From an optimization exercise on the open Yosys and OpenROAD flow, aimed at a short achievable clock period and few clock cycles; shortcuts taken in it are not production practice.
In this exercise RTL edits were held to simulation tests only and were not proved equivalent to the original.
No activity file was given, so power comes from the tool's default toggle rates.

== maple ==
## seq_store_top
module seq_store_top (
  input  wire logic                  clk_i,
  input  wire logic                  rst_ni,
  input  wire logic                  rx_deshfu_valid_i,
  output logic                       rx_deshfu_ready_o,
  input  wire store_pkg::seq_entry_t rx_deshfu_i,
  input  wire logic                  txn_valid_i,
  output logic                       txn_ready_o,
  input  wire store_pkg::txn_beat_t  txn_i,
  input  wire logic                  meta_valid_i,
  output logic                       meta_ready_o,
  input  wire store_pkg::meta_t      meta_i,
  output logic                       axi_w_valid_o,
  input  wire logic                  axi_w_ready_i,
  output store_pkg::w_beat_t         axi_w_o
);
  localparam int unsigned NW = store_pkg::SEQ_NB_W;
  localparam int unsigned DW = store_pkg::TXN_DEC_W;
  store_pkg::txn_beat_t txn_raw;
  store_pkg::txn_dec_t  txn_dec;
  store_pkg::txn_dec_t  txn_head;
  logic                 txn_head_v;
  logic                 txn_pop;
  logic [4:0]  size_hl, size_h;
  logic [5:0]  fill_hl, fill_l;
  logic [15:0] win_lo, win_up;
  always_comb begin
    size_hl = txn_raw.lbn - {1'b0, txn_raw.addr_off};
    size_h  = 5'd16 - {1'b0, txn_raw.addr_off};
    for (int i = 0; i < store_pkg::BUS_NIBBLES; i++) begin
      win_lo[i] = 4'(i) >= txn_raw.addr_off;
      win_up[i] = 5'(i) < txn_raw.lbn;
    end
    fill_hl = 6'd32 - {1'b0, txn_raw.lbn} + {2'b0, txn_raw.addr_off};
    fill_l  = 6'd32 - {1'b0, txn_raw.lbn};
    case ({txn_raw.is_head, txn_raw.is_last})
      2'b11:   begin txn_dec.size = size_hl;     txn_dec.fill = fill_hl; end
      2'b10:   begin txn_dec.size = size_h;      txn_dec.fill = {2'b01, txn_raw.addr_off}; end
      2'b01:   begin txn_dec.size = txn_raw.lbn; txn_dec.fill = fill_l; end
      default: begin txn_dec.size = 5'd16;       txn_dec.fill = 6'd16; end
    endcase
    txn_dec.lower  = txn_raw.is_head ? txn_raw.addr_off : 4'd0;
    txn_dec.win    = (txn_raw.is_head ? win_lo : 16'hffff) & (txn_raw.is_last ? win_up : 16'hffff);
    txn_dec.last   = txn_raw.is_last;
    txn_dec.final_ = txn_raw.is_final;
  end
  staged_queue #(.IW(store_pkg::TXN_W), .SW(DW), .DEPTH(4)) u_txn_q (
    .clk_i    (clk_i),
    .rst_ni   (rst_ni),
    .valid_i  (txn_valid_i),
  ...
clock: 6.3 ns
lec_check: 0
cap_margin: 20
core_margin: 2
core_utilization: 62
cts_cluster_diameter: 80
cts_cluster_size: 16
setup_slack_margin: 4.0
slew_margin: 20
run.sh (not shown) runs the stock make flow with config.mk's settings and CLKGATE_MAP_FILE= SYNTH_SCRIPT=/design/flow/synth_recipe.tcl, a recipe that flattens the netlist after the stock synthesis.
Testbench counts of maple, summed over its fixed seeds: cycles 8,528.
Inputs modified between maple and yarrow:
# maple
export LEC_CHECK = 0
export CAP_MARGIN = 20
export CORE_MARGIN = 2
export CORE_UTILIZATION = 62
export CTS_CLUSTER_DIAMETER = 80
export CTS_CLUSTER_SIZE = 16
export SETUP_SLACK_MARGIN = 4.0
export SLEW_MARGIN = 20
create_clock -name core_clock -period 6.3 [get_ports {clk_i}]
# yarrow
export LEC_CHECK = 0
export CAP_MARGIN = 20
export CORE_MARGIN = 2
export CORE_UTILIZATION = 56
export CTS_CLUSTER_DIAMETER = 120
export CTS_CLUSTER_SIZE = 20
export SETUP_SLACK_MARGIN = 3.95
export SLEW_MARGIN = 20
create_clock -name core_clock -period 6.3 [get_ports {clk_i}]
## What came out
- Share of synthesized registers carrying an async set or reset: maple vs yarrow — no meaningful difference
- maple → yarrow: sequential group share of total power increased by 1.5 points relative to the old numbers, storage element area closely matched the old numbers, number of cell rows increased by 6 relative to the old numbers, final weighted congestion of routability-driven global placement decreased by 0.011 relative to the old numbers, via count of the first global-routing pass decreased by 1036 relative to the old numbers.
- Of yarrow and maple, the run reporting the higher cell area power density was maple.
- On yarrow: final-layout fill cell count is 1542 higher than what maple gave.
- Sum of routed wire length over all layers delta (yarrow − maple): favourable
- The higher sum of met2 wire segment lengths after detailed routing of yarrow and maple is in maple.
### yarrow -> fjord
# yarrow
export LEC_CHECK = 0
export CAP_MARGIN = 20
export CORE_MARGIN = 2
export CORE_UTILIZATION = 56
export CTS_CLUSTER_DIAMETER = 120
export CTS_CLUSTER_SIZE = 20
export SETUP_SLACK_MARGIN = 3.95
export SLEW_MARGIN = 20
create_clock -name core_clock -period 6.3 [get_ports {clk_i}]
# fjord
export LEC_CHECK = 0
export CAP_MARGIN = 20
export CORE_MARGIN = 2
export CORE_UTILIZATION = 58
export CTS_CLUSTER_DIAMETER = 80
export CTS_CLUSTER_SIZE = 22
export SETUP_SLACK_MARGIN = 4.0
export SLEW_MARGIN = 20
create_clock -name core_clock -period 6.3 [get_ports {clk_i}]
--- outcome ---
- Aggregate global-route resource usage, fjord and yarrow, lower one = yarrow.
- Final weighted congestion in routability-driven placement | fjord above yarrow
- | met1 layer wirelength in the final routing | fjord vs yarrow | 410 µm higher |
Changes in onyx relative to fjord:
# fjord
export LEC_CHECK = 0
export CAP_MARGIN = 20
export CORE_MARGIN = 2
export CORE_UTILIZATION = 58
export CTS_CLUSTER_DIAMETER = 80
export CTS_CLUSTER_SIZE = 22
export SETUP_SLACK_MARGIN = 4.0
export SLEW_MARGIN = 20
create_clock -name core_clock -period 6.3 [get_ports {clk_i}]
# onyx
export LEC_CHECK = 0
export CAP_MARGIN = 20
export CORE_MARGIN = 2
export CORE_UTILIZATION = 58
export CTS_CLUSTER_DIAMETER = 80
export CTS_CLUSTER_SIZE = 16
export SETUP_SLACK_MARGIN = 4.0
export SLEW_MARGIN = 20
create_clock -name core_clock -period 6.3 [get_ports {clk_i}]
## What came out
onyx ended with more net switching power figure than fjord. For worst setup slack, onyx and fjord come out practically identical. | global-route met2 utilization | onyx vs fjord | 0.41 points lower |. The total wire length in onyx sits 1.2 mm below the value recorded for fjord. Re antenna cell count: onyx is 1 up on fjord.
### onyx -> garnet
# onyx
export LEC_CHECK = 0
export CAP_MARGIN = 20
export CORE_MARGIN = 2
export CORE_UTILIZATION = 58
export CTS_CLUSTER_DIAMETER = 80
export CTS_CLUSTER_SIZE = 16
export SETUP_SLACK_MARGIN = 4.0
export SLEW_MARGIN = 20
create_clock -name core_clock -period 6.3 [get_ports {clk_i}]
# garnet
export LEC_CHECK = 0
export CAP_MARGIN = 20
export CORE_MARGIN = 2
export CORE_UTILIZATION = 58
export CTS_CLUSTER_DIAMETER = 80
export CTS_CLUSTER_SIZE = 16
export SETUP_SLACK_MARGIN = 4.2
export SLEW_MARGIN = 20
create_clock -name core_clock -period 6.3 [get_ports {clk_i}]
Notes after the runs:
- Summary of the comparison: total number of nets in the final design is higher in garnet, relative to onyx.
- onyx has a lower clock period minus final worst setup slack than garnet.
- In the tables for onyx and garnet, worst endpoint required time reads lower with onyx.
- met3 global-route usage ends up higher on garnet.
- Measured slew at the worst slew-check pin came out lower on garnet than on onyx.
- Compared with onyx, in garnet global routing usage on met1 now larger, number of detailed-routing iterations run before antenna repair climbed 1.
- Summary of garnet over onyx: summed area of non-filler cells in the final layout has increased, post-route worst setup slack shows a reduction of 0.079 ns, post-route fraction of the period consumed by the critical path rose 1.3 points.

## afterwards: timing with drivers on the ports
The flow's constraints put no driver on any port. The routed layouts listed below were extracted and timed again, unchanged, in two steps. Step 1, drivers: a clkbuf_16 drives clk_i and a buf_2 each remaining input, both assumed. Step 2 moves the port delays by t, midway between the first and last clock arrival at a register: inputs arrive t later, outputs are due t later. That takes back most of the time a late clock gives input paths. a / b / c = ideal ports / drivers / drivers and shift; a / b = the first two.
run | shift t [ns] | setup WS [ns] | hold slack, ns | worst setup path after step 2 | latest minus earliest clock arrival (ns)
maple | 0.762 | 3.846 / 3.775 / 3.234 | 0.319 / 0.319 / 0.319 | input to register | 0.033 / 0.033
yarrow | 0.741 | 3.872 / 3.799 / 3.178 | 0.347 / 0.347 / 0.347 | input to register | 0.027 / 0.028
fjord | 0.736 | 3.842 / 3.775 / 3.295 | 0.347 / 0.347 / 0.347 | input to register | 0.034 / 0.033
onyx | 0.764 | 3.839 / 3.769 / 3.289 | 0.337 / 0.337 / 0.337 | input to register | 0.028 / 0.028
garnet | 0.765 | 3.759 / 3.759 / 3.341 | 0.344 / 0.344 / 0.344 | input to register | 0.026 / 0.026
After both steps setup and hold are still met in every run listed. The setup slack of yarrow, which loses most, moves by -0.073 ns with the drivers and by -0.694 ns with both steps.
